This design comes from an exercise in tuning for small area, a short achievable clock period and few clock cycles per item on the open sky130 flow, not from production work. Function was not checked in any run shown here: the RTL went through the layout flow alone. Power figures rest on the tool's default switching activity, not on a simulated workload.

==> flow/design.v <==
`default_nettype none
package cache_pkg;
  localparam int LINE_ADDR_LEN_DEF = 3;
  localparam int WORD_BYTES        = 4;
  typedef logic [1:0] state_t;
  localparam state_t IDLE  = 2'd0;
  localparam state_t BURST = 2'd1;
  localparam state_t DONE  = 2'd2;
  typedef logic [0:0] req_id_t;
  localparam req_id_t REQ_I = 1'b0;
  localparam req_id_t REQ_D = 1'b1;
endpackage
`default_nettype wire
`default_nettype none
module rr_arbiter2 (
  input  logic [1:0] req,
  input  cache_pkg::req_id_t last_grant,
  output logic       grant_valid,
  output cache_pkg::req_id_t grant_id
);
  always_comb begin
    grant_valid = |req;
    grant_id    = cache_pkg::REQ_I;
    if (req[cache_pkg::REQ_D] && req[cache_pkg::REQ_I]) begin
      grant_id = ~last_grant;
    end else if (req[cache_pkg::REQ_D]) begin
      grant_id = cache_pkg::REQ_D;
    end
  end
endmodule
`default_nettype wire
`default_nettype none
module cache_mem_arbiter #(
  parameter int LINE_ADDR_LEN = cache_pkg::LINE_ADDR_LEN_DEF,
  parameter int ADDR_W        = 32
) (
  input  logic                           clk,
  input  logic                           rst_n,
  input  logic                           i_req,
  input  logic                           i_we,
  input  logic [ADDR_W-1:0]              i_addr,
  input  logic [32*(1<<LINE_ADDR_LEN)-1:0] i_wline,
  output logic [32*(1<<LINE_ADDR_LEN)-1:0] i_rline,
  output logic                           i_done,
  input  logic                           d_req,
  input  logic                           d_we,
  input  logic [ADDR_W-1:0]              d_addr,
  input  logic [32*(1<<LINE_ADDR_LEN)-1:0] d_wline,
  output logic [32*(1<<LINE_ADDR_LEN)-1:0] d_rline,
  output logic                           d_done,
  output logic                           mem_req,
  output logic                           mem_we,
  output logic [ADDR_W-1:0]              mem_addr,
  output logic [31:0]                    mem_wdata,
  input  logic [31:0]                    mem_rdata,
  input  logic                           mem_ready,
  output logic [31:0]                    i_served_cnt,
  output logic [31:0]                    d_served_cnt
);
  localparam int                       LINE_WORDS = 1 << LINE_ADDR_LEN;
  localparam int                       WORD_SH    = $clog2(cache_pkg::WORD_BYTES);
  localparam int                       OFF_BITS   = LINE_ADDR_LEN + WORD_SH;
  localparam logic [LINE_ADDR_LEN-1:0] LAST_BEAT  = {LINE_ADDR_LEN{1'b1}};
  logic                      r_act;           
  cache_pkg::req_id_t        r_owner;         
  logic                      r_we;
  logic [LINE_ADDR_LEN-1:0]  r_beat;
  logic [ADDR_W-1:OFF_BITS]  r_line;          
  logic [31:0]               r_wdata;         
  logic                      r_nxt_valid;
  cache_pkg::req_id_t        r_nxt_id;
  logic                      r_i_busy, r_d_busy;    
  logic                      r_i_done, r_d_done;
  logic [32*LINE_WORDS-1:0]  r_i_rline, r_d_rline;
  logic [31:0]               r_i_served_cnt, r_d_served_cnt;
  logic [32*(LINE_WORDS-1)-1:0] r_buf;
  logic                      w_at_last, w_last, w_free, w_gnt;
  logic                      w_gnt_valid;
  cache_pkg::req_id_t        w_gnt_id, w_owner_n;
  logic                      w_i_pend, w_d_pend;
  logic [31:0]               w_word, w_next_word;
  logic [32*LINE_WORDS-1:0]  w_nxt_wline, w_own_wline;
  assign w_at_last = r_act & (r_beat == LAST_BEAT);
  assign w_last    = w_at_last & mem_ready;
  assign w_free    = ~r_act | (mem_ready & (r_beat == LAST_BEAT));
  assign w_gnt     = w_free & r_nxt_valid;
  assign w_owner_n = w_gnt ? r_nxt_id : r_owner;
  assign w_i_pend = i_req & ~r_i_busy & ~(w_gnt & (r_nxt_id == cache_pkg::REQ_I));
  assign w_d_pend = d_req & ~r_d_busy & ~(w_gnt & (r_nxt_id == cache_pkg::REQ_D));
  rr_arbiter2 u_rr (
    .req         ({w_d_pend, w_i_pend}),
    .last_grant  (w_owner_n),
    .grant_valid (w_gnt_valid),
    .grant_id    (w_gnt_id)
  );
  assign w_word      = r_we ? r_wdata : mem_rdata;
  assign w_nxt_wline = (r_nxt_id == cache_pkg::REQ_D) ? d_wline : i_wline;
  assign w_own_wline = (r_owner == cache_pkg::REQ_D) ? d_wline : i_wline;
  assign w_next_word = (~r_act | (r_beat == LAST_BEAT)) ? w_nxt_wline[31:0] :
                       w_own_wline[{r_beat + 1'b1, 5'd0} +: 32];
  always_ff @(posedge clk or negedge rst_n) begin
    if (!rst_n) begin
      r_act          <= 1'b0;
      r_owner        <= cache_pkg::REQ_I;
      r_beat         <= '0;
      r_nxt_valid    <= 1'b0;
      r_nxt_id       <= cache_pkg::REQ_I;
      r_i_busy       <= 1'b0;
      r_d_busy       <= 1'b0;
      r_i_done       <= 1'b0;
      r_d_done       <= 1'b0;
      r_i_rline      <= '0;
      r_d_rline      <= '0;
      r_i_served_cnt <= '0;
      r_d_served_cnt <= '0;
    end else begin
      r_act       <= w_gnt | (r_act & ~w_last);
      r_owner     <= w_owner_n;
      if (w_gnt)                      r_beat <= '0;
      else if (r_act & mem_ready)     r_beat <= r_beat + 1'b1;
      r_nxt_valid <= w_gnt_valid;
      r_nxt_id    <= w_gnt_id;
      r_i_busy    <= (r_i_busy & ~r_i_done) | (w_gnt & (r_nxt_id == cache_pkg::REQ_I));
      r_d_busy    <= (r_d_busy & ~r_d_done) | (w_gnt & (r_nxt_id == cache_pkg::REQ_D));
      r_i_done    <= w_last & (r_owner == cache_pkg::REQ_I);
      r_d_done    <= w_last & (r_owner == cache_pkg::REQ_D);
      if (w_last & (r_owner == cache_pkg::REQ_I)) r_i_rline <= {w_word, r_buf};
      if (w_last & (r_owner == cache_pkg::REQ_D)) r_d_rline <= {w_word, r_buf};
      r_i_served_cnt <= r_i_served_cnt + {31'd0, r_i_done};
      r_d_served_cnt <= r_d_served_cnt + {31'd0, r_d_done};
    end
  end
  always_ff @(posedge clk) begin
    if (w_gnt)
      r_we <= (r_nxt_id == cache_pkg::REQ_D) ? d_we : i_we;
    r_line <= (w_owner_n == cache_pkg::REQ_D) ? d_addr[ADDR_W-1:OFF_BITS] : i_addr[ADDR_W-1:OFF_BITS];
    if (~r_act | mem_ready)
      r_wdata <= w_next_word;
    for (int w = 0; w < LINE_WORDS - 1; w++)
      if (mem_ready && r_beat == LINE_ADDR_LEN'(w)) r_buf[32*w +: 32] <= w_word;
  end
  assign mem_req      = r_act;
  assign mem_we       = r_we;
  assign mem_addr     = {r_line, r_beat, {WORD_SH{1'b0}}};
  assign mem_wdata    = r_wdata;
  assign i_done       = r_i_done;
  assign d_done       = r_d_done;
  assign i_rline      = r_i_rline;
  assign d_rline      = r_d_rline;
  assign i_served_cnt = r_i_served_cnt;
  assign d_served_cnt = r_d_served_cnt;
endmodule
`default_nettype wire
==> flow/flow/run.sh <==
#!/bin/bash
# The standard layout (standard.sh), except that the port buffers that
# buffer_ports inserts are sky130_fd_sc_hd__buf_2 cells (the resizer still sizes
# them afterwards) instead of the delay cell it picks by default.
set -euo pipefail
export BUFFER_PORTS_ARGS="-buffer_cell sky130_fd_sc_hd__buf_2"
bash standard.sh finish > standard_make.log 2>&1
==> flow/standard.sh <==
#!/bin/bash
# synth_recipe.tcl (not shown) runs the flow's synth.tcl, then flattens the netlist and writes it again
# the make line also repeats each setting of config.mk as NAME=value (left out here)
make -C /OpenROAD-flow-scripts/flow DESIGN_CONFIG=/design/flow/config.mk WORK_HOME=/design/flow/orfs CLKGATE_MAP_FILE= SYNTH_SCRIPT=/design/flow/synth_recipe.tcl "${@:-finish}"
==> flow/config.mk <==
export PLATFORM = sky130hd
export DESIGN_NAME = cache_mem_arbiter
export DESIGN_NICKNAME = cache_mem_arbiter
export VERILOG_FILES = /design/flow/design.v
export SDC_FILE = /design/flow/constraint.sdc
export NUM_CORES = 4
export LEC_CHECK = 0
export ABC_CLOCK_PERIOD_IN_PS = 2500
export CAP_MARGIN = 20
export CORE_AREA = 10 10 450 450
export DIE_AREA = 0 0 460 460
export SETUP_SLACK_MARGIN = 3.6
export SLEW_MARGIN = 20
==> flow/constraint.sdc <==
create_clock -name core_clock -period 6.0 [get_ports {clk}]
set_input_delay 1.2000 -clock core_clock [delete_from_list [all_inputs] [get_ports {clk}]]
set_output_delay 1.2000 -clock core_clock [all_outputs]
set_load 0.01 [all_outputs]
==> results of run 1 <==
-- metrics by stage --
stage	hold slack, ns	instance area, um^2
after floorplan	0.441	36000
after global placement	0.449	45100
after detailed placement	0.450	45100
after CTS	0.446	53100
after global routing	0.455	55900
final	0.428	56000
-- worst max path at each step --
stage	to	slack [ns]	depth (start not counted)
floorplan	r_buf[160]	3.56	3
global route	mem_we	3.21	2
finish	mem_we	3.27	2
CTS	mem_we	3.15	2
global placement	r_i_rline[255]	2.31	7
detailed placement	r_i_rline[241]	2.28	7
-- worst max-delay path, stage by stage, from the launching register on --
cell      delay (ns)
edfxtp_1        0.45
buf_12          0.18
buf_6           0.13
-- placed cells by master (no fill, tap or decap), drive strengths merged, types with 33 or more instances in the layout --
| master | netlist | layout |
|---|---|---|
| nor2b | 34 | 34 |
| o22ai | 33 | 33 |
| xnor2 | 48 | 48 |
| mux4 | 128 | 128 |
| a211oi | 33 | 33 |
| inv | 44 | 40 |
| dfrtp | 587 | 587 |
| diode | 0 | 148 |
| mux2i | 64 | 64 |
| clkbuf | 82 | 152 |
| nand2 | 1434 | 1434 |
| buf | 101 | 1742 |
| edfxtp | 257 | 257 |
| o21ai | 69 | 69 |
-- Yosys cell counts (32+ instances only) --
cell      count
buf_2        74
clkbuf_1     80
mux2i_1      64
edfxtp_1    257
mux4_2      128
inv_1        42
nand2_1    1434
o21ai_0      69
xnor2_1      48
a211oi_1     33
a221oi_1     32
dfrtp_1     587
nor2b_1      34
o22ai_1      33
-- routing by layer --
layer	part of all wire	track usage	wire length, um	vias to the layer above
li1	-	-	-	14100
met1	0.33	0.216	79600	16700
met2	0.49	0.359	119000	1994
met3	0.089	0.0709	21500	640
met4	0.086	0.157	20700	100
met5	0.0026	0	637	-
-- cell families after synthesis --
| group | Yosys count | synth area share |
|---|---|---|
| multiplexers | 220 | 0.109 |
| adder cells (fa/ha/maj) | 10 | 0.00348 |
| buffers and inverters | 227 | 0.0301 |
| AND/OR/NAND/NOR | 1569 | 0.174 |
| AO/OA/AOI/OAI | 173 | 0.0316 |
| other | 1 | 0.000104 |
| flip-flops | 871 | 0.638 |
| XOR/XNOR | 60 | 0.0146 |
-- what timing repair did --
action	CTS	global route
setup buffers	259	190
resized for setup	641	144
setup endpoints to repair	1489	930
gates cloned	9	11
pin swaps	9	13
-- registers in the layout, summed over array words and instances, names as in the netlist, 3 cells and up --
signal,cells
r_d_rline,256
r_i_rline,256
r_buf,224
r_d_served_cnt,32
r_i_served_cnt,32
r_wdata,32
r_line,27
r_beat,3
-- power groups by stage --
stage | combinational (mW) | sequential, mW | clock [mW]
6_report | 0.781 | 6.18 | 6.15
5_1_grt | 0.818 | 6.18 | 6.51
4_1_cts | 0.785 | 6.18 | 6.29
3_5_place_dp | 0.723 | 6.30 | 0
3_3_place_gp | 0.713 | 6.30 | 0
2_1_floorplan | 0.139 | 6.29 | 0
-- layout make-up --
| class | count | area (um^2) | share of cell area |
|---|---|---|---|
| flip-flops and latches | 871 | 23000 | 0.411 |
| repair buffers | 1756 | 13500 | 0.242 |
| multi-input cells | 2036 | 12400 | 0.222 |
| well taps | 2526 | 3160 | 0.0564 |
| clock buffers | 140 | 2740 | 0.0489 |
| clock inverters | 43 | 498 | 0.00889 |
| diodes | 148 | 370 | 0.00661 |
| inverters | 44 | 243 | 0.00433 |
| repair inverters | 2 | 20.0 | 0.000357 |
==> flow_summary.yaml, run 1 <==
status:
  status: "timing/DRC/antenna clean"
placement:
  dp.cells: 6766
  routabilityCongestion: 1.04
  hpwl_mm: 185
  pre_cts_ws_ns: 2.28
  io_buffers: 1246
synthesis:
  ys_async_sr_fraction: 0.674
  synthesis.area_mm2: 0.0360
  synth-seq-cells: 871
  avgSynthCellArea_um2: 11.5
  synth-main-ff-cell: "dfrtp_1"
  synth_top_cell_by_area: "dfrtp_1"
  synth_edf_count: 257
  synthTopCellsByArea: "dfrtp_1, edfxtp_1, nand2_1"
  yosysWarnings: 2
  synth.distinct_cells: 46
  netlist_instances: 3131
  synth_top_area_frac: 0.408
  seq_area_frac_synth: 0.638
cells_and_area:
  areaGrowthSynthToFinish_pct: 55.7
  postLayoutCoreUtil: 0.291
  layout.nets: 5435
  drive_gt1_frac: 0.447
  nFillCells: 19900
  fin_cells: 7566
timing:
  setup_ws_ns: 3.27
  grt_setup_unrepaired: "yes"
  tightest_slew_ns: 0.968
  finalHoldViolations: 0
  fin_crit_ns: 2.73
  drv_slew: 0
  finalSetupViolCount: 0
  tns_ns: 0
  slew_headroom: 0.355
  finClkSkew_ns: 0.0557
  fmax_mhz: 367
  final.period_utilization: 0.455
pwr:
  p_per_area_mw_per_mm2: 234
  irDropWorstVdd_v: 0.000201
  intPower_mw: 9.93
  p_sw_mw: 3.18
  finalPower_mw: 13.1
  sequentialPowerShare: 0.472
  power_frac_comb: 0.060
  clockPowerShare: 0.469
  swShare: 0.243
  leakage_nw: 27.8
hold_path:
  hp-class: "reg2reg"
  whs_endpoint: "r_d_rline[185]"
  min-delay-start: "r_buf[185]"
  min_path_cells: 2
clocking:
  htree_levels: 3
  clk_pin_slew_ns: 0.06
  root_buffer: "clkbuf_16"
  clkLatencyLatePin_ns: 0.76
  clock-sinks: 871
  clockBufferDepth: 3
  cts_hold_buf: 0
  numCtsBuffers: 99
  cts_tree: "yes"
die:
  start_util: 0.187
  dieArea_mm2: 0.212
  row_count: 161
  die_y_um: 460
  io_pins: 1259
  die-width_um: 460
  core_area_mm2: 0.193
global_routing:
  antenna_found_initial: 210
  grt_overflow: 0
  grt_max_degree: 148
  grt_pass1_wl_mm: 302
  grt_usage: 0.211
  grt_pass1_vias: 32300
setup_path:
  regToRegStartpoint: "r_beat[0]"
  r2r_cells: 9
  rrSetupSlack_ns: 3.50
  endpoint_kind: "primary output"
  path_max_fanout: 5
  critPathRequiredTime_ns: 4.80
  startpoint: "r_we"
  crit_arrival_ns: 1.53
  crit_path_start_kind: "register"
  r2r_end: "r_wdata[27]"
  crit_type: "reg2out"
routing:
  drt-pass1-iter-count: 7
  wl_per_cell_um: 31.9
  drc: 0
  wirelength_mm: 241
  drt_iter0_markers: 3596
  postRouteAntennaNets: 0
  num_vias: 33400
  via_per_inst: 4.42
run:
  cap_violations: 0
==> run 2: changes to the inputs <==
==> flow/flow/run.sh (replaced) <==
#!/bin/bash
# The standard layout (standard.sh), except that the port buffers that
# buffer_ports inserts are sky130_fd_sc_hd__buf_1 cells (the resizer still sizes
# them afterwards) instead of the delay cell it picks by default.
set -euo pipefail
export BUFFER_PORTS_ARGS="-buffer_cell sky130_fd_sc_hd__buf_1"
bash standard.sh finish > standard_make.log 2>&1
==> run 2 against run 1 <==
  * Still clean
  * Sequential cell count unchanged
  * Combinational power fell by 4.0%
  * Area after synthesis stayed put
  * Total power grew 1.6%
  * Routed wire length increased by 0.59%
  * Clock-buffer cell count is 4 higher
  * Sequential share of layout area up 0.53 points
  * Via count fell by 0.18%
  * Critical endpoint unchanged
==> flow_summary.yaml, run 2 <==
die:
  row_count: 161
  die-width_um: 460
  dieArea_mm2: 0.212
  io_pins: 1259
  start_util: 0.187
  core_area_mm2: 0.193
  die_y_um: 460
synthesis:
  synth-main-ff-cell: "dfrtp_1"
  yosysWarnings: 2
  synth_edf_count: 257
  synth_top_cell_by_area: "dfrtp_1"
  synth.distinct_cells: 46
  synth-seq-cells: 871
  ys_async_sr_fraction: 0.674
  synthesis.area_mm2: 0.0360
  synthTopCellsByArea: "dfrtp_1, edfxtp_1, nand2_1"
  yosysMostFrequentCell: "nand2_1"
  avgSynthCellArea_um2: 11.5
  seq_area_frac_synth: 0.638
  netlist_instances: 3131
  synth_common_cells: "nand2_1, dfrtp_1, edfxtp_1"
  synth_top_area_frac: 0.408
cells_and_area:
  final_common_cell: "nand2_1"
  regArea_mm2: 0.0230
  layout.nets: 5440
  largestRegisters: "r_d_rline x256, r_i_rline x256, r_buf x224"
  multi_input_comb_area_mm2: 0.0126
  areaGrowthSynthToFinish_pct: 53.7
  drive_gt1_frac: 0.329
  mostFrequentLayoutCells: "nand2_1, buf_1, dfrtp_1"
  nFillCells: 19900
  postLayoutCoreUtil: 0.287
timing:
  finalSetupViolCount: 0
  hold_ws_ns: 0.428
  setup_ws_ns: 3.30
  tightest_slew_ns: 0.957
  fmax_mhz: 371
  final.period_utilization: 0.449
  drv_slew: 0
  finClkSkew_ns: 0.0686
  slew_headroom: 0.361
  fin_crit_ns: 2.70
  tns_ns: 0
  finalHoldViolations: 0
  grt_setup_unrepaired: "yes"
run:
  cap_violations: 0
hold_path:
  min-delay-start: "r_buf[159]"
  hp-class: "reg2reg"
  whs_endpoint: "r_d_rline[159]"
  min_path_cells: 2
setup_path:
  crit_chain: "buf_12, buf_8"
  cpPeakStageDelay_ns: 0.42
  path_max_fanout: 4
  critPathRequiredTime_ns: 4.80
  rrSetupSlack_ns: 3.40
  regToRegStartpoint: "r_we"
  r2r_end: "r_buf[75]"
  r2r_cells: 6
  cpMaxStageDelayCell: "edfxtp_1"
  crit_path_start_kind: "register"
  crit_arrival_ns: 1.50
  crit_type: "reg2out"
  endpoint_kind: "primary output"
placement:
  io_buffers: 1246
  hpwl_mm: 184
  routabilityCongestion: 0.988
  pre_cts_ws_ns: 2.09
global_routing:
  gr-usage-met2: 0.373
  use_met1: 0.220
  antenna_found_initial: 185
  grt_overflow: 0
  grt_pass1_vias: 32500
  grt_busiest_layer: "met2"
  grt_usage: 0.215
  grt_pass1_wl_mm: 308
  grt_max_degree: 107
  use_met3: 0.0756
clocking:
  clkLatencyLatePin_ns: 0.76
  root_buffer: "clkbuf_16"
  cts_tree: "yes"
  htree_levels: 3
  clk_pin_slew_ns: 0.06
  cts_hold_buf: 0
  numCtsBuffers: 99
  clock-sinks: 871
  clockBufferDepth: 3
pwr:
  finalPower_mw: 13.3
  leakage_nw: 26.2
  irDropWorstVdd_v: 0.000218
  p_per_area_mw_per_mm2: 241
routing:
  postRouteAntennaNets: 0
  drt_iter0_markers: 3219
  via_per_inst: 4.46
  drc: 0
  wirelength_mm: 242
  wl_per_cell_um: 32.4
  num_vias: 33400
  drt-pass1-iter-count: 7
status:
  status: "timing/DRC/antenna clean"
## run 2: critical path: cells and delay by family (launching register included)
family,cells,cell delay [ns]
flops,1,0.42
buf+inv,2,0.31
## run 2: worst max-delay path by stage
stage / startpoint / slack, ns / to / depth (start not counted)
2_1_floorplan: mem_ready / 3.56 / r_buf[160] / 3
3_3_place_gp: mem_ready / 2.11 / r_i_rline[77] / 7
3_5_place_dp: mem_ready / 2.09 / r_i_rline[174] / 7
4_1_cts: r_we / 3.18 / mem_we / 2
5_1_grt: r_we / 3.22 / mem_we / 2
6_report: r_we / 3.30 / mem_we / 2
## run 2: stage by stage
stage               instances  instance area, um^2
floorplan                3132                36000
global placement         6770                43500
detailed placement       6772                43600
CTS                      7239                52600
global route             7467                55300
finish                   7491                55300
## run 2: cells by family after synthesis
group           Yosys count  synth area share
simple gates           1569             0.174
flops                   871             0.638
buf+inv                 227            0.0301
mux                     220             0.109
compound gates          173            0.0316
xor+xnor                 60            0.0146
fa+ha+maj                10           0.00348
other cells               1          0.000104
## run 2: routing by layer
metal | vias to the layer above | routed length [um]
met5 | - | 646
met1 | 16700 | 80800
met2 | 1972 | 122000
li1 | 14000 | -
met4 | 96 | 16600
met3 | 600 | 21800
## run 2: repair_timing
| action | CTS | global route |
|---|---|---|
| pin swaps | 8 | 21 |
| cloned | 14 | 4 |
| setup buffers | 269 | 181 |
| gates resized for setup | 1178 | 297 |
| setup endpoints to repair | 1470 | 1172 |
## run 2: power breakdown
| group | internal (mW) | switching [mW] | leakage [nW] |
|---|---|---|---|
| registers | 6.15 | 0.0303 | 10.8 |
| clock network | 3.66 | 2.73 | 1.64 |
| logic | 0.263 | 0.487 | 13.8 |
| total | 10.1 | 3.25 | 26.2 |
## run 2: final cells by class
class / count / area share
inverter: 44 / 0.00459
tap: 2526 / 0.0571
clock buffer: 144 / 0.0504
timing repair buffer: 1756 / 0.229
antenna: 67 / 0.00303
timing repair inverter: 3 / 0.000520
multi-input combinational: 2040 / 0.228
sequential: 871 / 0.416
clock inverter: 40 / 0.0108
==> run 3: changes to the inputs <==
--- a/flow/design.v
+++ b/flow/design.v
@@ -131,8 +131,7 @@
     end
   end
   always_ff @(posedge clk) begin
-    if (w_gnt)
-      r_we <= (r_nxt_id == cache_pkg::REQ_D) ? d_we : i_we;
+    r_we   <= (w_owner_n == cache_pkg::REQ_D) ? d_we : i_we;
     r_line <= (w_owner_n == cache_pkg::REQ_D) ? d_addr[ADDR_W-1:OFF_BITS] : i_addr[ADDR_W-1:OFF_BITS];
     if (~r_act | mem_ready)
       r_wdata <= w_next_word;
==> flow/flow/run.sh (replaced) <==
#!/bin/bash
# The standard layout (standard.sh), except that the port buffers that
# buffer_ports inserts are sky130_fd_sc_hd__buf_1 cells (the resizer still sizes
# them afterwards) instead of the delay cell it picks by default, and pins may
# sit on neighbouring routing tracks so that they fit on a smaller die.
set -euo pipefail
export BUFFER_PORTS_ARGS="-buffer_cell sky130_fd_sc_hd__buf_1"
export PLACE_PINS_ARGS="-min_distance 1 -min_distance_in_tracks"
bash standard.sh finish > standard_make.log 2>&1
--- a/flow/config.mk
+++ b/flow/config.mk
@@ -7,7 +7,7 @@
 export LEC_CHECK = 0
 export ABC_CLOCK_PERIOD_IN_PS = 2500
 export CAP_MARGIN = 20
-export CORE_AREA = 10 10 450 450
-export DIE_AREA = 0 0 460 460
+export CORE_AREA = 5 5 295 295
+export DIE_AREA = 0 0 300 300
 export SETUP_SLACK_MARGIN = 3.6
 export SLEW_MARGIN = 20
==> run 3 against run 2 <==
  * First-iteration DRC count up 10%
  * Register-to-register slack better by 0.20 ns
  * Sequential share of layout area increased by 4.0 points
  * Synthesized cell count grew 0.35%
  * Non-clock buffer count is 254 lower
  * Global-route usage increased by 18 points
  * Routed wire length fell by 24%
  * Total power decreased by 6.4%
  * Clock skew down 0.032 ns
==> flow_summary.yaml, run 3 <==
die:
  die-width_um: 300
  io_pins: 1259
  row_count: 106
  core_area_mm2: 0.0836
  start_util: 0.429
  dieArea_mm2: 0.0900
  die_y_um: 300
placement:
  io_buffers: 1246
  routabilityCongestion: 1.10
  dp.cells: 5320
  hpwl_mm: 132
  pre_cts_ws_ns: 2.32
  dpl_cell_area_mm2: 0.0415
global_routing:
  grt_usage: 0.392
  grt_max_degree: 148
  grt_overflow: 0
  antenna_found_initial: 146
  grt_pass1_wl_mm: 248
  grt_pass1_vias: 31400
synthesis:
  yosysMostFrequentCell: "nand2_1"
  synth_top_area_frac: 0.410
  synthTopCellsByArea: "dfrtp_1, edfxtp_1, nand2_1"
  synth_top_cell_by_area: "dfrtp_1"
  ys_async_sr_fraction: 0.674
  avgSynthCellArea_um2: 11.4
  seq_area_frac_synth: 0.640
  netlist_instances: 3142
  synth-seq-cells: 871
  synth_edf_count: 256
  synthesis.area_mm2: 0.0358
  synth.distinct_cells: 47
  synth-main-ff-cell: "dfrtp_1"
  synth_common_cells: "nand2_1, dfrtp_1, edfxtp_1"
  yosysWarnings: 2
clocking:
  htree_levels: 3
  clock-sinks: 871
  cts_tree: "yes"
  root_buffer: "clkbuf_16"
  numCtsBuffers: 90
  clk_pin_slew_ns: 0.06
  clockBufferDepth: 3
  clkLatencyLatePin_ns: 0.65
  cts_hold_buf: 0
timing:
  finalSetupViolCount: 0
  slew_headroom: 0.316
  tightest_slew_ns: 1.03
  finalHoldViolations: 0
  fmax_mhz: 381
  hold_ws_ns: 0.441
  final.period_utilization: 0.437
  finClkSkew_ns: 0.0362
  fin_crit_ns: 2.62
  grt_setup_unrepaired: "yes"
  setup_ws_ns: 3.38
  drv_slew: 0
  tns_ns: 0
pwr:
  p_sw_mw: 2.80
  swShare: 0.225
  finalPower_mw: 12.5
  intPower_mw: 9.67
  sequentialPowerShare: 0.496
  irDropWorstVdd_v: 0.000188
  leakage_nw: 24.2
  p_per_area_mw_per_mm2: 248
  clockPowerShare: 0.458
  power_frac_comb: 0.046
status:
  status: "timing/DRC/antenna clean"
routing:
  drt-pass1-iter-count: 22
  wirelength_mm: 183
  num_vias: 32200
  drt_iter0_markers: 3554
  wl_per_cell_um: 31.5
  drc: 0
  via_per_inst: 5.53
  postRouteAntennaNets: 0
cells_and_area:
  fin_cells: 5815
  layout.nets: 5182
  final_common_cell: "nand2_1"
  largestRegisters: "r_d_rline x256, r_i_rline x256, r_buf x224"
  finish.instance_area_mm2: 0.0503
  drive_gt1_frac: 0.251
  areaGrowthSynthToFinish_pct: 40.4
  mostFrequentLayoutCells: "nand2_1, buf_1, dfrtp_1"
  postLayoutCoreUtil: 0.602
setup_path:
  endpoint_kind: "primary output"
  critPathRequiredTime_ns: 4.80
  path_max_fanout: 4
  crit_arrival_ns: 1.42
  crit_path_start_kind: "register"
  crit_type: "reg2out"
run:
  cap_violations: 0
hold_path:
  hp-class: "reg2reg"
-- run 3: changes by cell type in the layout (fill, tap and decap cells not counted), sizes merged, moves of 8 or more --
cell | before | now
buf | 1672 | 1435
clkbuf | 227 | 178
diode | 67 | 102
clkinv | 18 | 37
clkinvlp | 17 | 4
xnor2 | 48 | 38
xor2 | 12 | 22
inv | 43 | 51
nor3 | 1 | 9
-- run 3: path summary, 6_finish.rpt --
check,depth (start not counted),start,to,slack [ns]
setup / recovery,2,r_beat[0],mem_addr[2],3.38
hold / removal,2,r_buf[215],r_i_rline[215],0.44
setup reg to reg,7,r_i_done,r_i_served_cnt[20],3.60
hold reg to reg,2,r_buf[215],r_i_rline[215],0.44
max in group asynchronous,2,rst_n,r_i_served_cnt[25],4.15
min in group asynchronous,1,rst_n,r_d_rline[138],0.56
-- run 3: final cells by class --
cell class / count / area, um^2
Antenna cell: 102 / 255
Clock buffer: 119 / 2530
Clock inverter: 49 / 463
Fill cell: 7015 / 33200
Inverter: 49 / 234
Multi-Input combinational cell: 2041 / 12100
Sequential cell: 871 / 23000
Tap cell: 1080 / 1350
Timing Repair Buffer: 1502 / 10300
Timing Repair inverter: 2 / 17.5
-- run 3: power groups by stage --
stage               registers, mW  clock network [mW]  logic (mW)
floorplan                    6.30                   0       0.155
global placement             6.30                   0       0.541
detailed placement           6.30                   0       0.546
CTS                          6.19                5.77       0.561
global route                 6.19                6.02       0.608
finish                       6.19                5.71       0.572
-- run 3: kinds of logic after synthesis --
| family | synth area share |
|---|---|
| flip-flops | 0.640 |
| AO/OA/AOI/OAI | 0.0315 |
| XOR/XNOR | 0.0147 |
| other | 0.000105 |
| adder cells (fa/ha/maj) | 0.00349 |
| AND/OR/NAND/NOR | 0.176 |
| buffers and inverters | 0.0273 |
| multiplexers | 0.107 |
-- run 3: what timing repair did --
item                                   4_1_cts  5_1_grt
endpoints found under the hold margin        0        0
setup endpoints to repair                 1188      539
resized for setup                         1190      147
pin swaps                                    2        2
cloned                                      14        1
setup buffers                              143       66
-- run 3: routing by layer --
layer,up-vias,track usage,share of wire
met4,52,0.258,0.082
li1,13500,-,-
met2,2137,0.560,0.42
met5,-,0.0211,0.0024
met3,654,0.191,0.13
met1,15800,0.469,0.36
-- run 3: critical path, stage by stage, from the launching register on --
cell and delay (ns):
dfrtp_4 0.52, buf_12 0.16, buf_6 0.12
==> run 4: changes to the inputs <==
--- a/flow/design.v
+++ b/flow/design.v
@@ -79,7 +79,8 @@
   cache_pkg::req_id_t        w_gnt_id, w_owner_n;
   logic                      w_i_pend, w_d_pend;
   logic [31:0]               w_word, w_next_word;
-  logic [32*LINE_WORDS-1:0]  w_nxt_wline, w_own_wline;
+  logic [LINE_ADDR_LEN-1:0]  w_beat_n;
+  logic [32*LINE_WORDS-1:0]  w_owner_wl;
   assign w_at_last = r_act & (r_beat == LAST_BEAT);
   assign w_last    = w_at_last & mem_ready;
   assign w_free    = ~r_act | (mem_ready & (r_beat == LAST_BEAT));
@@ -94,10 +95,9 @@
     .grant_id    (w_gnt_id)
   );
   assign w_word      = r_we ? r_wdata : mem_rdata;
-  assign w_nxt_wline = (r_nxt_id == cache_pkg::REQ_D) ? d_wline : i_wline;
-  assign w_own_wline = (r_owner == cache_pkg::REQ_D) ? d_wline : i_wline;
-  assign w_next_word = (~r_act | (r_beat == LAST_BEAT)) ? w_nxt_wline[31:0] :
-                       w_own_wline[{r_beat + 1'b1, 5'd0} +: 32];
+  assign w_beat_n    = w_gnt ? '0 : ((r_act & mem_ready) ? r_beat + 1'b1 : r_beat);
+  assign w_owner_wl  = (w_owner_n == cache_pkg::REQ_D) ? d_wline : i_wline;
+  assign w_next_word = w_owner_wl[{w_beat_n, 5'd0} +: 32];
   always_ff @(posedge clk or negedge rst_n) begin
     if (!rst_n) begin
       r_act          <= 1'b0;
@@ -116,8 +116,7 @@
     end else begin
       r_act       <= w_gnt | (r_act & ~w_last);
       r_owner     <= w_owner_n;
-      if (w_gnt)                      r_beat <= '0;
-      else if (r_act & mem_ready)     r_beat <= r_beat + 1'b1;
+      r_beat      <= w_beat_n;
       r_nxt_valid <= w_gnt_valid;
       r_nxt_id    <= w_gnt_id;
       r_i_busy    <= (r_i_busy & ~r_i_done) | (w_gnt & (r_nxt_id == cache_pkg::REQ_I));
@@ -131,10 +130,9 @@
     end
   end
   always_ff @(posedge clk) begin
-    r_we   <= (w_owner_n == cache_pkg::REQ_D) ? d_we : i_we;
-    r_line <= (w_owner_n == cache_pkg::REQ_D) ? d_addr[ADDR_W-1:OFF_BITS] : i_addr[ADDR_W-1:OFF_BITS];
-    if (~r_act | mem_ready)
-      r_wdata <= w_next_word;
+    r_we    <= (w_owner_n == cache_pkg::REQ_D) ? d_we : i_we;
+    r_line  <= (w_owner_n == cache_pkg::REQ_D) ? d_addr[ADDR_W-1:OFF_BITS] : i_addr[ADDR_W-1:OFF_BITS];
+    r_wdata <= w_next_word;
     for (int w = 0; w < LINE_WORDS - 1; w++)
       if (mem_ready && r_beat == LINE_ADDR_LEN'(w)) r_buf[32*w +: 32] <= w_word;
   end
==> run 4 against run 3 <==
  * Non-clock buffer count is 170 higher
  * Sequential share of layout area shrank 2.9 points
  * Highest routed layer unchanged
  * Register-to-register slack worse by 0.36 ns
  * First-iteration DRC count grew 4.0%
  * Global-route usage is essentially flat
  * Sequential cell count is the same
  * Clock skew rose by 0.0040 ns
  * Final cell count up 11%
==> flow_summary.yaml, run 4 <==
status:
  status: "timing/DRC/antenna clean"
cells_and_area:
  mostFrequentLayoutCells: "nand2_1, buf_1, dfrtp_1"
  fin_cells: 6483
  areaGrowthSynthToFinish_pct: 45.5
  final_common_cell: "nand2_1"
  largestRegisters: "r_d_rline x256, r_i_rline x256, r_buf x224"
  drive_gt1_frac: 0.254
  layout.nets: 5873
timing:
  final.period_utilization: 0.460
  fin_crit_ns: 2.76
  tns_ns: 0
  grt_setup_unrepaired: "yes"
  finalSetupViolCount: 0
  tightest_slew_ns: 1.08
  finClkSkew_ns: 0.0402
  finalHoldViolations: 0
  fmax_mhz: 362
  setup_ws_ns: 3.24
  slew_headroom: 0.282
  drv_slew: 0
setup_path:
  crit_path_start_kind: "register"
  crit_type: "reg2reg"
  path_max_fanout: 14
  r2r_cells: 10
  endpoint_kind: "register"
  cpMaxStageDelayCell: "dfrtp_1"
  critPathRequiredTime_ns: 6.51
  crit_arrival_ns: 3.27
  cpPeakStageDelay_ns: 0.42
  crit_chain: "ha_4, ha_4, a21bo_4, and2_4, nor2_8, clkinv_8, buf_16, o2111ai_4, o2111ai_4, a32oi_2"
placement:
  routabilityCongestion: 1.04
  dp.cells: 5851
  io_buffers: 1246
  hpwl_mm: 128
  pre_cts_ws_ns: 1.43
routing:
  via_per_inst: 5.59
  wl_per_cell_um: 29.0
  drc: 0
  drt_iter0_markers: 3696
  num_vias: 36200
  drt-pass1-iter-count: 6
  postRouteAntennaNets: 0
  wirelength_mm: 188
synthesis:
  synth_common_cells: "nand2_1, dfrtp_1, edfxtp_1"
  synth_top_cell_by_area: "dfrtp_1"
  synthesis.area_mm2: 0.0365
  synth.distinct_cells: 54
  synth_edf_count: 224
  synth-main-ff-cell: "dfrtp_1"
  synth_top_area_frac: 0.402
  synthTopCellsByArea: "dfrtp_1, edfxtp_1, nand2_1"
  ys_async_sr_fraction: 0.674
  netlist_instances: 3732
  yosysMostFrequentCell: "nand2_1"
  seq_area_frac_synth: 0.619
  synth-seq-cells: 871
  avgSynthCellArea_um2: 9.79
  yosysWarnings: 2
run:
  cap_violations: 0
die:
  die_y_um: 300
  die-width_um: 300
  row_count: 106
  start_util: 0.437
  io_pins: 1259
  dieArea_mm2: 0.0900
  core_area_mm2: 0.0836
clocking:
  clockBufferDepth: 3
  clk_pin_slew_ns: 0.06
  cts_tree: "yes"
  htree_levels: 3
  clkLatencyLatePin_ns: 0.65
  clock-sinks: 871
  root_buffer: "clkbuf_16"
  numCtsBuffers: 87
  cts_hold_buf: 0
pwr:
  intPower_mw: 9.48
  irDropWorstVdd_v: 0.000240
  leakage_nw: 25.8
  p_sw_mw: 2.87
  power_frac_comb: 0.050
  clockPowerShare: 0.451
  swShare: 0.233
  sequentialPowerShare: 0.499
  p_per_area_mw_per_mm2: 232
hold_path:
  min_path_cells: 2
  hp-class: "reg2reg"
global_routing:
  grt_max_degree: 193
  antenna_found_initial: 103
  grt_pass1_wl_mm: 254
  grt_pass1_vias: 34900
  grt_usage: 0.392
  grt_overflow: 0
==> run 4: cell count changes in the layout (fill, tap and decap cells not counted), moves of 34 or more <==
cell	change
o21ai_0	+116
buf_4	+126
o2111ai_2	+34
and3_1	+34
mux4_2	-128
nand3_1	+146
clkbuf_2	+54
a32oi_2	+35
buf_6	-48
nand2_1	+155
==> run 4: cells by family (layout without fill, tap and decap cells) <==
group / after synthesis / after routing / synth area share
AND/OR/NAND/NOR: 1886 / 1893 / 0.208
flip-flops: 871 / 871 / 0.619
AO/OA/AOI/OAI: 487 / 491 / 0.0937
buffers and inverters: 333 / 1910 / 0.0384
multiplexers: 84 / 84 / 0.0230
XOR/XNOR: 60 / 60 / 0.0144
adder cells (fa/ha/maj): 10 / 10 / 0.00343
other: 1 / 84 / 0.000103
==> run 4: power by group through the flow <==
stage                     Sequential, mW  Combinational (mW)  Clock (mW)
after detailed placement            6.28               0.561           0
after global placement              6.28               0.563           0
after floorplan                     6.27               0.135           0
final                               6.16               0.616        5.57
after global routing                6.16               0.649        5.89
after CTS                           6.16               0.594        5.63
==> run 4: path summary, 6_finish.rpt <==
check                      startpoint                  to  slack, ns
max                         r_beat[1]         r_wdata[31]       3.24
min in group asynchronous       rst_n       r_d_rline[62]       0.65
min                          r_buf[1]        r_i_rline[1]       0.44
max reg2reg                 r_beat[1]         r_wdata[31]       3.24
min reg2reg                  r_buf[1]        r_i_rline[1]       0.44
max in group asynchronous       rst_n  r_i_served_cnt[25]       3.92
==> run 4: cell type report <==
| cell class | instances | area [um^2] |
|---|---|---|
| clock inverters | 37 | 457 |
| clock buffers | 125 | 2460 |
| multi-input cells | 2540 | 13800 |
| fillers | 7038 | 30400 |
| diodes | 82 | 205 |
| flip-flops and latches | 871 | 22700 |
| well taps | 1080 | 1350 |
| repair inverters | 3 | 26.3 |
| inverters | 73 | 345 |
| repair buffers | 1672 | 11800 |
==> run 4: per-stage QoR <==
step                      total power [mW]  area (um^2)  hold WS [ns]   util
final                                 12.3        53100         0.443  0.636
after detailed placement              6.84        42400         0.450  0.507
after global placement                6.84        42300         0.447  0.507
after floorplan                       6.41        37000         0.440      -
after global routing                  12.7        53100         0.471  0.635
after CTS                             12.4        50600         0.442  0.606
==> run 4: critical path, delay by kind of cell, from the launching register on <==
| kind | cells | cell delay [ns] |
|---|---|---|
| AO/OA/AOI/OAI | 4 | 1.08 |
| adder cells (fa/ha/maj) | 2 | 0.36 |
| buffers and inverters | 2 | 0.31 |
| flip-flops | 1 | 0.42 |
| AND/OR/NAND/NOR | 2 | 0.44 |
==> run 4: what timing repair did <==
item / 4_1_cts / 5_1_grt
cloned: 30 / 13
gates resized for setup: 1165 / 282
endpoints found under the setup margin: 1152 / 819
setup buffers: 187 / 157
pin swaps: 54 / 64
==> run 4: routing by layer <==
layer  vias to the layer above  GRT usage  wire (um)
met5                         -    0.00974        369
met4                        48      0.317      18600
met3                       662      0.146      20800
met2                      2283      0.598      84400
met1                     17500      0.440      64000
li1                      15700          -          -
==> run 5: changes to the inputs <==
==> flow/flow/run.sh (replaced) <==
#!/bin/bash
# The standard layout (standard.sh), except that the port buffers that
# buffer_ports inserts are sky130_fd_sc_hd__buf_1 cells (the resizer still sizes
# them afterwards) instead of the delay cell it picks by default.
set -euo pipefail
export BUFFER_PORTS_ARGS="-buffer_cell sky130_fd_sc_hd__buf_1"
bash standard.sh finish > standard_make.log 2>&1
--- a/flow/config.mk
+++ b/flow/config.mk
@@ -7,7 +7,7 @@
 export LEC_CHECK = 0
 export ABC_CLOCK_PERIOD_IN_PS = 2500
 export CAP_MARGIN = 20
-export CORE_AREA = 5 5 295 295
-export DIE_AREA = 0 0 300 300
+export CORE_AREA = 10 10 450 450
+export DIE_AREA = 0 0 460 460
 export SETUP_SLACK_MARGIN = 3.6
 export SLEW_MARGIN = 20
==> run 5 against run 4 <==
  * Still clean on timing, DRC and antenna
  * Synthesized cell count unchanged
  * Routed wire length up 44%
  * Worst setup slack lost 0.064 ns
  * Total power grew 8.5%
  * Sequential power is essentially flat
  * Final cell count is 26% higher
  * Via count up 7.0%
  * Critical path depth grew 1
  * Area after synthesis is the same
  * Worst hold slack gained 0.012 ns
  * Critical endpoint is now r_wdata[24]
  * Largest cell class unchanged
==> flow_summary.yaml, run 5 <==
cells_and_area:
  areaGrowthSynthToFinish_pct: 60.9
  fin_cells: 8160
  final_common_cell: "nand2_1"
  finish.instance_area_mm2: 0.0588
  drive_gt1_frac: 0.314
  mostFrequentLayoutCells: "nand2_1, buf_1, dfrtp_1"
  layout.nets: 6072
  largestRegisters: "r_d_rline x256, r_i_rline x256, r_buf x224"
pwr:
  swShare: 0.249
  leakage_nw: 27.8
  finalPower_mw: 13.4
  p_per_area_mw_per_mm2: 228
  irDropWorstVdd_v: 0.000193
  clockPowerShare: 0.473
  sequentialPowerShare: 0.461
  power_frac_comb: 0.066
  p_sw_mw: 3.33
  intPower_mw: 10.1
clocking:
  clkLatencyLatePin_ns: 0.76
  cts_tree: "yes"
  cts_hold_buf: 0
  numCtsBuffers: 97
  clock-sinks: 871
  root_buffer: "clkbuf_16"
  clk_pin_slew_ns: 0.06
  clockBufferDepth: 3
  htree_levels: 3
global_routing:
  use_met1: 0.251
  antenna_found_initial: 155
  grt_pass1_vias: 37300
  use_met3: 0.0517
  grt_overflow: 0
  gr-usage-met2: 0.392
  grt_busiest_layer: "met2"
  grt_max_degree: 152
  grt_pass1_wl_mm: 338
  grt_usage: 0.234
routing:
  wl_per_cell_um: 33.3
  postRouteAntennaNets: 0
  drt-pass1-iter-count: 8
  drt_iter0_markers: 4566
  drc: 0
  num_vias: 38800
  wirelength_mm: 272
  via_per_inst: 4.75
synthesis:
  ys_async_sr_fraction: 0.674
  synth-seq-cells: 871
  synth_edf_count: 224
  synthesis.area_mm2: 0.0365
  yosysMostFrequentCell: "nand2_1"
  netlist_instances: 3732
  synth_top_cell_by_area: "dfrtp_1"
  synthTopCellsByArea: "dfrtp_1, edfxtp_1, nand2_1"
  yosysWarnings: 2
  avgSynthCellArea_um2: 9.79
  seq_area_frac_synth: 0.619
  synth_common_cells: "nand2_1, dfrtp_1, edfxtp_1"
  synth-main-ff-cell: "dfrtp_1"
  synth_top_area_frac: 0.402
  synth.distinct_cells: 54
placement:
  dpl_cell_area_mm2: 0.0444
  dp.cells: 7318
  hpwl_mm: 191
  routabilityCongestion: 1.02
  io_buffers: 1246
setup_path:
  crit_type: "reg2reg"
  cpMaxStageDelayCell: "dfrtp_1"
  crit_arrival_ns: 3.47
  cpPeakStageDelay_ns: 0.44
  path_max_fanout: 7
  crit_chain: "ha_4, ha_4, a21bo_4, a21oi_4, buf_6, nor2_8, buf_12, buf_16, mux2i_4, a221o_1, a32oi_1"
  crit_path_start_kind: "register"
  endpoint_kind: "register"
  crit_top_cell: "ha_4"
  critPathRequiredTime_ns: 6.64
timing:
  finalHoldViolations: 0
  fin_crit_ns: 2.82
  fmax_mhz: 354
  finClkSkew_ns: 0.0714
  slew_headroom: 0.287
  tns_ns: 0
  finalSetupViolCount: 0
  drv_slew: 0
  hold_ws_ns: 0.455
  tightest_slew_ns: 1.07
  grt_setup_unrepaired: "yes"
  final.period_utilization: 0.471
die:
  core_area_mm2: 0.193
  dieArea_mm2: 0.212
  start_util: 0.190
  die_y_um: 460
  die-width_um: 460
  row_count: 161
  io_pins: 1259
run:
  cap_violations: 0
status:
  status: "timing/DRC/antenna clean"
hold_path:
  hp-class: "reg2reg"
-- run 5: stage by stage --
step	utilization	setup slack [ns]
global placement	0.230	1.47
detailed placement	0.231	1.40
floorplan	-	3.32
CTS	0.286	3.27
finish	0.305	3.18
global route	0.305	3.20
-- run 5: worst paths after layout --
| check | start | endpoint | slack (ns) | cells after the start |
|---|---|---|---|---|
| max | r_beat[1] | r_wdata[24] | 3.18 | 11 |
| min | r_buf[196] | r_d_rline[196] | 0.46 | 2 |
| max reg2reg | r_beat[1] | r_wdata[24] | 3.18 | 11 |
| min reg2reg | r_buf[196] | r_d_rline[196] | 0.46 | 2 |
| max in group asynchronous | rst_n | r_i_served_cnt[14] | 3.89 | 2 |
| min in group asynchronous | rst_n | r_d_rline[74] | 0.60 | 1 |
-- run 5: layout make-up --
cell class | count | area, um^2
repair buffers | 1858 | 14600
repair inverters | 12 | 226
clock buffers | 149 | 2860
diodes | 102 | 255
fillers | 19900 | 134000
flip-flops and latches | 871 | 22800
multi-input cells | 2534 | 14000
clock inverters | 35 | 510
inverters | 73 | 425
well taps | 2526 | 3160
-- run 5: layer usage --
layer,share of wire,routed length (um)
met5,0.00069,187
met4,0.095,26000
met3,0.077,20900
met2,0.49,132000
met1,0.34,93000
-- run 5: worst max-delay path: cells and delay by family, from the launching register on --
kind                     cells  cell delay [ns]
multiplexers                 1             0.24
buffers and inverters        3             0.47
AND/OR/NAND/NOR              1             0.05
adder cells (fa/ha/maj)      2             0.36
AO/OA/AOI/OAI                4             1.12
flip-flops                   1             0.44
-- run 5: cells by family (layout without fill, tap and decap cells) --
| kind of cell | count (synthesis) | count (layout) | share of synthesized area |
|---|---|---|---|
| and+or+nand+nor | 1886 | 1890 | 0.208 |
| DFF | 871 | 871 | 0.619 |
| AOI/OAI and AO/OA | 487 | 488 | 0.0937 |
| buffers and inverters | 333 | 2127 | 0.0384 |
| muxes | 84 | 84 | 0.0230 |
| xor gates and xnor gates | 60 | 60 | 0.0144 |
| adders and majority gates | 10 | 10 | 0.00343 |
| other | 1 | 104 | 0.000103 |
-- run 5: timing repair --
item,4_1_cts,5_1_grt
buffers inserted,296,191
gates resized for setup,1397,405
endpoints found under the setup margin,1499,1038
pin swaps,82,62
gates cloned,42,27
-- run 5: power by group through the flow --
stage / Combinational [mW] / Sequential [mW] / Clock, mW
2_1_floorplan: 0.135 / 6.27 / 0
3_3_place_gp: 0.748 / 6.30 / 0
3_5_place_dp: 0.750 / 6.31 / 0
4_1_cts: 0.852 / 6.19 / 6.42
5_1_grt: 0.915 / 6.18 / 6.66
6_report: 0.881 / 6.18 / 6.34
==> run 6: changes to the inputs <==
--- a/flow/design.v
+++ b/flow/design.v
@@ -64,7 +64,8 @@
   logic                      r_act;           
   cache_pkg::req_id_t        r_owner;         
   logic                      r_we;
-  logic [LINE_ADDR_LEN-1:0]  r_beat;
+  logic [LINE_ADDR_LEN-1:0]  r_beat;          
+  logic [LINE_WORDS-1:0]     r_slot;          
   logic [ADDR_W-1:OFF_BITS]  r_line;          
   logic [31:0]               r_wdata;         
   logic                      r_nxt_valid;
@@ -79,11 +80,10 @@
   cache_pkg::req_id_t        w_gnt_id, w_owner_n;
   logic                      w_i_pend, w_d_pend;
   logic [31:0]               w_word, w_next_word;
-  logic [LINE_ADDR_LEN-1:0]  w_beat_n;
-  logic [32*LINE_WORDS-1:0]  w_owner_wl;
-  assign w_at_last = r_act & (r_beat == LAST_BEAT);
+  logic [LINE_WORDS-1:0]     w_i_sel, w_d_sel;
+  assign w_at_last = r_act & r_slot[LINE_WORDS-1];
   assign w_last    = w_at_last & mem_ready;
-  assign w_free    = ~r_act | (mem_ready & (r_beat == LAST_BEAT));
+  assign w_free    = ~r_act | w_last;
   assign w_gnt     = w_free & r_nxt_valid;
   assign w_owner_n = w_gnt ? r_nxt_id : r_owner;
   assign w_i_pend = i_req & ~r_i_busy & ~(w_gnt & (r_nxt_id == cache_pkg::REQ_I));
@@ -94,15 +94,29 @@
     .grant_valid (w_gnt_valid),
     .grant_id    (w_gnt_id)
   );
-  assign w_word      = r_we ? r_wdata : mem_rdata;
-  assign w_beat_n    = w_gnt ? '0 : ((r_act & mem_ready) ? r_beat + 1'b1 : r_beat);
-  assign w_owner_wl  = (w_owner_n == cache_pkg::REQ_D) ? d_wline : i_wline;
-  assign w_next_word = w_owner_wl[{w_beat_n, 5'd0} +: 32];
+  assign w_word = r_we ? r_wdata : mem_rdata;
+  always_comb begin
+    for (int w = 0; w < LINE_WORDS; w++) begin
+      if (w == 0) begin
+        w_i_sel[w] = (~r_act | r_slot[LINE_WORDS-1]) & (r_nxt_id == cache_pkg::REQ_I);
+        w_d_sel[w] = (~r_act | r_slot[LINE_WORDS-1]) & (r_nxt_id == cache_pkg::REQ_D);
+      end else begin
+        w_i_sel[w] = r_act & r_slot[w-1] & (r_owner == cache_pkg::REQ_I);
+        w_d_sel[w] = r_act & r_slot[w-1] & (r_owner == cache_pkg::REQ_D);
+      end
+    end
+    w_next_word = '0;
+    for (int w = 0; w < LINE_WORDS; w++)
+      w_next_word = w_next_word | ({32{w_i_sel[w]}} & i_wline[32*w +: 32])
+                                | ({32{w_d_sel[w]}} & d_wline[32*w +: 32]);
+  end
   always_ff @(posedge clk or negedge rst_n) begin
     if (!rst_n) begin
       r_act          <= 1'b0;
       r_owner        <= cache_pkg::REQ_I;
       r_beat         <= '0;
+      r_slot         <= '0;
+      r_wdata        <= '0;
       r_nxt_valid    <= 1'b0;
       r_nxt_id       <= cache_pkg::REQ_I;
       r_i_busy       <= 1'b0;
@@ -116,7 +130,15 @@
     end else begin
       r_act       <= w_gnt | (r_act & ~w_last);
       r_owner     <= w_owner_n;
-      r_beat      <= w_beat_n;
+      if (w_gnt) begin
+        r_beat <= '0;
+        r_slot <= {{(LINE_WORDS-1){1'b0}}, 1'b1};
+      end else if (r_act & mem_ready) begin
+        r_beat <= r_beat + 1'b1;
+        r_slot <= {r_slot[LINE_WORDS-2:0], r_slot[LINE_WORDS-1]};
+      end
+      if (~r_act | mem_ready)
+        r_wdata <= w_next_word;
       r_nxt_valid <= w_gnt_valid;
       r_nxt_id    <= w_gnt_id;
       r_i_busy    <= (r_i_busy & ~r_i_done) | (w_gnt & (r_nxt_id == cache_pkg::REQ_I));
@@ -130,11 +152,10 @@
     end
   end
   always_ff @(posedge clk) begin
-    r_we    <= (w_owner_n == cache_pkg::REQ_D) ? d_we : i_we;
-    r_line  <= (w_owner_n == cache_pkg::REQ_D) ? d_addr[ADDR_W-1:OFF_BITS] : i_addr[ADDR_W-1:OFF_BITS];
-    r_wdata <= w_next_word;
+    r_we   <= (w_owner_n == cache_pkg::REQ_D) ? d_we : i_we;
+    r_line <= (w_owner_n == cache_pkg::REQ_D) ? d_addr[ADDR_W-1:OFF_BITS] : i_addr[ADDR_W-1:OFF_BITS];
     for (int w = 0; w < LINE_WORDS - 1; w++)
-      if (mem_ready && r_beat == LINE_ADDR_LEN'(w)) r_buf[32*w +: 32] <= w_word;
+      if (mem_ready && r_slot[w]) r_buf[32*w +: 32] <= w_word;
   end
   assign mem_req      = r_act;
   assign mem_we       = r_we;
==> flow/flow/run.sh (replaced) <==
#!/bin/bash
# The standard layout (standard.sh), except that the port buffers that
# buffer_ports inserts are sky130_fd_sc_hd__buf_1 cells (the resizer still sizes
# them afterwards) instead of the delay cell it picks by default, and pins may
# sit on neighbouring routing tracks so that they fit on a smaller die.
set -euo pipefail
export BUFFER_PORTS_ARGS="-buffer_cell sky130_fd_sc_hd__buf_1"
export PLACE_PINS_ARGS="-min_distance 1 -min_distance_in_tracks"
bash standard.sh finish > standard_make.log 2>&1
--- a/flow/config.mk
+++ b/flow/config.mk
@@ -7,7 +7,7 @@
 export LEC_CHECK = 0
 export ABC_CLOCK_PERIOD_IN_PS = 2500
 export CAP_MARGIN = 20
-export CORE_AREA = 10 10 450 450
-export DIE_AREA = 0 0 460 460
+export CORE_AREA = 5 5 295 295
+export DIE_AREA = 0 0 300 300
 export SETUP_SLACK_MARGIN = 3.6
 export SLEW_MARGIN = 20
==> run 6 against run 5 <==
  * Still clean on timing, DRC and antenna
  * Worst setup slack better by 0.29 ns
  * Maximum frequency is 11% higher
  * Worst hold slack hardly changed
  * Global-route usage is 15 points higher
  * Clock skew is 0.043 ns lower
  * Synthesized cell count is 9.4% lower
  * Sequential share of layout area is 8.5 points higher
  * Critical path type is now reg2out
==> flow_summary.yaml, run 6 <==
setup_path:
  r2r_end: "r_wdata[1]"
  endpoint_kind: "primary output"
  critPathRequiredTime_ns: 4.80
  crit_buf_inv: 1
  regToRegStartpoint: "r_owner"
  path_max_fanout: 2
  cp_top_family: "flip-flops"
  rrSetupSlack_ns: 3.57
  crit_path_start_kind: "register"
  r2r_cells: 5
  crit_end: "mem_wdata[22]"
  cp.depth: 1
  crit_arrival_ns: 1.33
  startpoint: "r_wdata[22]"
  crit_chain: "buf_6"
  cpPeakStageDelay_ns: 0.52
  cpMaxStageDelayCell: "dfrtp_2"
  crit_type: "reg2out"
timing:
  tightest_slew_ns: 1.08
  finalSetupViolCount: 0
  finClkSkew_ns: 0.0280
  drv_slew: 0
  finalHoldViolations: 0
  fin_crit_ns: 2.53
  slew_headroom: 0.283
  final.period_utilization: 0.422
  grt_setup_unrepaired: "yes"
  tns_ns: 0
  fmax_mhz: 394
hold_path:
  hp-class: "reg2reg"
  min_path_cells: 2
status:
  status: "timing/DRC/antenna clean"
cells_and_area:
  mostFrequentLayoutCells: "nand2_1, buf_1, dfrtp_1"
  final_common_cell: "nand2_1"
  drive_gt1_frac: 0.213
  areaGrowthSynthToFinish_pct: 37.6
  largestRegisters: "r_d_rline x256, r_i_rline x256, r_buf x224"
  layout.nets: 5409
  postLayoutCoreUtil: 0.583
pwr:
  leakage_nw: 23.1
  irDropWorstVdd_v: 0.000260
  clockPowerShare: 0.265
  power_frac_comb: 0.334
  swShare: 0.370
  p_sw_mw: 8.05
  intPower_mw: 13.7
  p_per_area_mw_per_mm2: 446
  sequentialPowerShare: 0.401
die:
  core_area_mm2: 0.0836
  row_count: 106
  dieArea_mm2: 0.0900
  io_pins: 1259
  die-width_um: 300
  die_y_um: 300
  start_util: 0.424
clocking:
  cts_tree: "yes"
  clock-sinks: 879
  clk_pin_slew_ns: 0.06
  clkLatencyLatePin_ns: 0.65
  root_buffer: "clkbuf_16"
  htree_levels: 3
  numCtsBuffers: 90
  clockBufferDepth: 3
synthesis:
  synth_top_cell_by_area: "dfrtp_1"
  synth_common_cells: "nand2_1, dfrtp_1, edfxtp_1"
  synth_top_area_frac: 0.443
  yosysMostFrequentCell: "nand2_1"
  synthTopCellsByArea: "dfrtp_1, edfxtp_1, nand2_1"
  synth-seq-cells: 879
  ys_async_sr_fraction: 0.713
  synth-main-ff-cell: "dfrtp_1"
  netlist_instances: 3380
  synth_edf_count: 224
  avgSynthCellArea_um2: 10.5
  yosysWarnings: 2
  synth.distinct_cells: 66
  synthesis.area_mm2: 0.0354
  seq_area_frac_synth: 0.649
routing:
  postRouteAntennaNets: 0
  drc: 0
  drt-pass1-iter-count: 31
  topRoutingLayerUsed: "met5"
  wirelength_mm: 181
  dr_wl_met3_mm: 20.9
  route.met2.wl_mm: 80.3
  via_per_inst: 5.55
  wl_per_cell_um: 30.0
  wl_met1_mm: 63.5
  drt_iter0_markers: 3281
  num_vias: 33400
placement:
  hpwl_mm: 124
  io_buffers: 1246
  routabilityCongestion: 1.11
global_routing:
  grt_usage: 0.386
  grt_overflow: 0
  grt_pass1_wl_mm: 248
  grt_pass1_vias: 32700
  grt_max_degree: 133
  antenna_found_initial: 96
run:
  cap_violations: 0
[run 6: cell count changes in the layout (fill, tap and decap cells not counted), moves of 37 or more]
| cell | change |
|---|---|
| nand2_1 | -69 |
| buf_1 | +143 |
| nand3_1 | -105 |
| o21ai_0 | -69 |
| nand2_4 | -43 |
| a22oi_1 | +95 |
| buf_6 | -125 |
| buf_16 | -39 |
| buf_2 | -66 |
| a21oi_1 | +43 |
| o21ai_1 | -37 |
| a32oi_1 | -44 |
| buf_4 | -213 |
[run 6: how the worst min path moves through the flow]
stage,start,endpoint,slack [ns]
3_3_place_gp,r_buf[115],r_d_rline[115],0.45
6_report,r_buf[47],r_i_rline[47],0.46
2_1_floorplan,r_buf[165],r_i_rline[165],0.44
3_5_place_dp,r_buf[83],r_d_rline[83],0.45
5_1_grt,r_buf[41],r_d_rline[41],0.48
4_1_cts,r_buf[201],r_i_rline[201],0.45
[run 6: layout make-up]
cell class	instances	area, um^2
inverter	48	215
timing repair inverter	4	37.5
antenna	72	180
sequential	879	23000
tap	1080	1350
fill	7457	34800
clock inverter	38	424
timing repair buffer	1514	9480
multi-input combinational	2252	11400
clock buffer	131	2600
[run 6: cell families after synthesis]
kind of cell	synth area share
compound gates	0.0796
xor+xnor	0.0148
fa+ha+maj	0.00177
buf+inv	0.0326
flops	0.649
mux	0.0358
other cells	0.000106
simple gates	0.186
[run 6: repair_timing]
item	in CTS	in global routing
resized for setup	936	174
setup buffers	151	74
cloned	13	0
pin swaps	2	0
hold buffers	0	0
setup endpoints to repair	1260	522
[run 6: per-layer routing]
layer | vias to the layer above | global-route usage
met4 | 46 | 0.287
met2 | 2104 | 0.586
met5 | - | 0.00487
li1 | 14300 | -
met1 | 16300 | 0.444
met3 | 605 | 0.147
[run 6: power by group through the flow]
stage                     Clock [mW]  Combinational, mW  Sequential, mW
after global routing            6.07               7.61            8.81
after CTS                       5.82               6.89            8.66
after detailed placement           0               5.62            8.74
after floorplan                    0               2.39            8.78
final                           5.76               7.27            8.72
after global placement             0               5.55            8.73
[run 6: through the flow]
step / hold slack, ns / total power, mW / std cells / area (um^2) / setup WS (ns)
global route: 0.475 / 22.5 / 5993 / 48700 / 3.46
floorplan: 0.440 / 11.2 / 3381 / 35400 / 3.51
global placement: 0.448 / 14.3 / 5539 / 40900 / 1.85
CTS: 0.453 / 21.4 / 5872 / 47600 / 3.45
finish: 0.455 / 21.7 / 6018 / 48700 / 3.47
detailed placement: 0.450 / 14.4 / 5539 / 40900 / 1.82
==> run 7: changes to the inputs <==
--- a/flow/config.mk
+++ b/flow/config.mk
@@ -8,6 +8,8 @@
 export ABC_CLOCK_PERIOD_IN_PS = 2500
 export CAP_MARGIN = 20
 export CORE_AREA = 5 5 295 295
+export CTS_CLUSTER_DIAMETER = 80
+export CTS_CLUSTER_SIZE = 24
 export DIE_AREA = 0 0 300 300
 export SETUP_SLACK_MARGIN = 3.6
 export SLEW_MARGIN = 20
==> run 7 against run 6 <==
  * Still clean on timing, DRC and antenna
  * Clock power is 37% lower
  * Maximum frequency is 1.0% higher
  * Worst setup slack better by 0.025 ns
  * Utilization is 0.65 points lower
  * Total power is 8.2% lower
  * Combinational power is 4.8% higher
  * Via count is 0.50% lower
  * Sequential cell count stayed put
  * Synthesized cell count stayed put
  * Worst hold slack better by 0.0011 ns
  * Die area stayed put
  * Routed wire length hardly changed
  * Critical path type unchanged
  * Largest cell class unchanged
  * Largest power group unchanged
==> flow_summary.yaml, run 7 <==
status:
  status: "timing/DRC/antenna clean"
placement:
  hpwl_mm: 124
  io_buffers: 1246
  dpl_cell_area_mm2: 0.0409
  routabilityCongestion: 1.11
timing:
  finalSetupViolCount: 0
  tightest_slew_ns: 1.04
  grt_setup_unrepaired: "yes"
  slew_headroom: 0.307
  tns_ns: 0
  fmax_mhz: 398
  fin_crit_ns: 2.51
  finClkSkew_ns: 0.0360
  final.period_utilization: 0.418
  drv_slew: 0
  finalHoldViolations: 0
  hold_ws_ns: 0.456
cells_and_area:
  layout.nets: 5436
  postLayoutCoreUtil: 0.577
  nFillCells: 7538
  mostFrequentLayoutCells: "nand2_1, buf_1, dfrtp_1"
  largestRegisters: "r_d_rline x256, r_i_rline x256, r_buf x224"
  finish.instance_area_mm2: 0.0482
  drive_gt1_frac: 0.224
  final_common_cell: "nand2_1"
  areaGrowthSynthToFinish_pct: 36.1
synthesis:
  synth_common_cells: "nand2_1, dfrtp_1, edfxtp_1"
  synthTopCellsByArea: "dfrtp_1, edfxtp_1, nand2_1"
  synth-main-ff-cell: "dfrtp_1"
  synthesis.area_mm2: 0.0354
  synth.distinct_cells: 66
  synth-seq-cells: 879
  yosysMostFrequentCell: "nand2_1"
  synth_edf_count: 224
  avgSynthCellArea_um2: 10.5
  synth_top_cell_by_area: "dfrtp_1"
  ys_async_sr_fraction: 0.713
  netlist_instances: 3380
  yosysWarnings: 2
  synth_top_area_frac: 0.443
  seq_area_frac_synth: 0.649
routing:
  wirelength_mm: 181
  drt_iter0_markers: 3724
  drt-pass1-iter-count: 31
  via_per_inst: 5.53
  postRouteAntennaNets: 0
  wl_per_cell_um: 30.1
  drc: 0
  num_vias: 33200
clocking:
  numCtsBuffers: 46
  clockBufferDepth: 3
  clk_pin_slew_ns: 0.10
  root_buffer: "clkbuf_16"
  clock-sinks: 879
  htree_levels: 2
  cts_tree: "yes"
  clkLatencyLatePin_ns: 0.63
setup_path:
  crit_arrival_ns: 1.31
  cp_top_family: "flip-flops"
  crit_path_start_kind: "register"
  critPathRequiredTime_ns: 4.80
  cpPeakStageDelay_ns: 0.55
  cpMaxStageDelayCell: "dfrtp_4"
  crit_type: "reg2out"
  crit_chain: "buf_6"
  path_max_fanout: 4
  crit_buf_inv: 1
  endpoint_kind: "primary output"
die:
  core_area_mm2: 0.0836
  io_pins: 1259
  row_count: 106
  die_y_um: 300
  start_util: 0.424
  die-width_um: 300
  dieArea_mm2: 0.0900
global_routing:
  grt_overflow: 0
  grt_usage: 0.382
  grt_pass1_vias: 32300
  antenna_found_initial: 97
  grt_pass1_wl_mm: 246
  grt_max_degree: 173
hold_path:
  hp-class: "reg2reg"
run:
  cap_violations: 0
pwr:
  p_per_area_mw_per_mm2: 414
  leakage_nw: 23.0
  irDropWorstVdd_v: 0.000202
  finalPower_mw: 20.0
-- run 7: changes by cell type in the layout (fill, tap and decap cells not counted), moves of 4 or more --
cell       before  now
buf_2         100   63
clkbuf_16      94   50
buf_4         254  313
buf_6         293  361
clkbuf_2      101  132
clkbuf_8       11    2
clkinv_2       17    4
buf_1         746  696
clkinv_1        9    0
inv_6           7    3
bufinv_16       8    0
-- run 7: report_power, final --
group / total [mW] / switching (mW) / internal, mW
logic: 7.62 / 4.61 / 3.00
clock network: 3.62 / 2.07 / 1.55
registers: 8.72 / 1.11 / 7.61
-- run 7: per-stage QoR --
step,cells,setup slack (ns)
after floorplan,3381,3.51
after global placement,5539,1.85
after detailed placement,5539,1.82
after CTS,5810,3.44
after global routing,5977,3.45
final,6005,3.49
-- run 7: cells by family after synthesis --
kind of cell    count (synthesis)  synth area share
xor+xnor                       60            0.0148
fa+ha+maj                       5           0.00177
compound gates                407            0.0796
flops                         879             0.649
other cells                     1          0.000106
simple gates                 1655             0.186
mux                           118            0.0358
buf+inv                       255            0.0326
-- run 7: layer usage --
| metal | routed length (um) | GRT usage | vias up |
|---|---|---|---|
| met5 | 371 | 0.00866 | - |
| li1 | - | - | 14300 |
| met4 | 16000 | 0.264 | 46 |
| met3 | 20500 | 0.142 | 551 |
| met1 | 64300 | 0.448 | 16300 |
| met2 | 79800 | 0.584 | 2075 |
-- run 7: tightest hold or removal path: cells and delay by family (launching register included) --
| family | cells | cell delay, ns |
|---|---|---|
| flip-flops | 1 | 0.35 |
| AND/OR/NAND/NOR | 2 | 0.10 |
-- run 7: path summary, 6_finish.rpt --
check                           from                 end  slack (ns)  cells after the start
setup / recovery               r_act             mem_req        3.49                      1
min in group asynchronous      rst_n       r_i_rline[78]        0.71                      1
hold / removal              r_buf[4]        r_d_rline[4]        0.46                      2
hold reg to reg             r_buf[4]        r_d_rline[4]        0.46                      2
max in group asynchronous      rst_n  r_i_served_cnt[12]        3.85                      2
setup reg to reg           r_slot[1]          r_wdata[6]        3.53                      5
-- run 7: repair_timing --
action	in CTS	in global routing
gates resized for setup	1019	242
cloned	10	3
hold buffers	0	0
setup buffers	175	121
pin swaps	3	1
setup endpoints to repair	1278	820
-- run 7: area by class of cell --
cell class | count | area (um^2) | area share
Tap cell | 1080 | 1350 | 0.0280
Clock inverter | 12 | 154 | 0.00319
Antenna cell | 71 | 178 | 0.00369
Multi-Input combinational cell | 2251 | 11400 | 0.237
Timing Repair inverter | 3 | 28.8 | 0.000597
Timing Repair Buffer | 1587 | 10500 | 0.218
Sequential cell | 879 | 23000 | 0.478
Clock buffer | 74 | 1300 | 0.0269
Inverter | 48 | 225 | 0.00467

[separate check: timing with driven ports]
How much do the figures lean on ideal ports? The routed layouts below were timed once more, with nothing changed but the port constraints. Step 1, drivers: a clkbuf_16 drives clk and a buf_2 each remaining input, both assumed. Step 2 adds t to the input delays and takes it off the output delays; t is the mean of the earliest and latest rising clock arrival at the registers after step 1. Input paths then give back, and output paths get back, about the clock's delay inside the block. Slacks: no drivers / after step 1 / after step 2; pairs: no drivers / after step 1.
run	t (ns)	setup slack, ns	latest minus earliest clock arrival (ns)	worst register clock-pin slew, ns
run 1	0.820	3.272 / 3.186 / 2.999	0.059 / 0.059	0.06 / 0.06
run 2	0.807	3.303 / 3.225 / 2.879	0.075 / 0.075	0.07 / 0.07
run 3	0.707	3.376 / 3.304 / 3.003	0.036 / 0.036	0.07 / 0.07
run 4	0.702	3.239 / 3.163 / 2.461	0.042 / 0.042	0.07 / 0.07
run 5	0.802	3.175 / 3.175 / 2.382	0.075 / 0.075	0.07 / 0.07
run 6	0.704	3.465 / 3.396 / 2.940	0.029 / 0.029	0.07 / 0.07
run 7	0.684	3.490 / 3.423 / 2.945	0.038 / 0.038	0.10 / 0.10
After both steps every run listed still meets setup and hold. The setup slack of run 5, which loses most, moves by 0.000 ns with the drivers and by -0.793 ns with both steps.
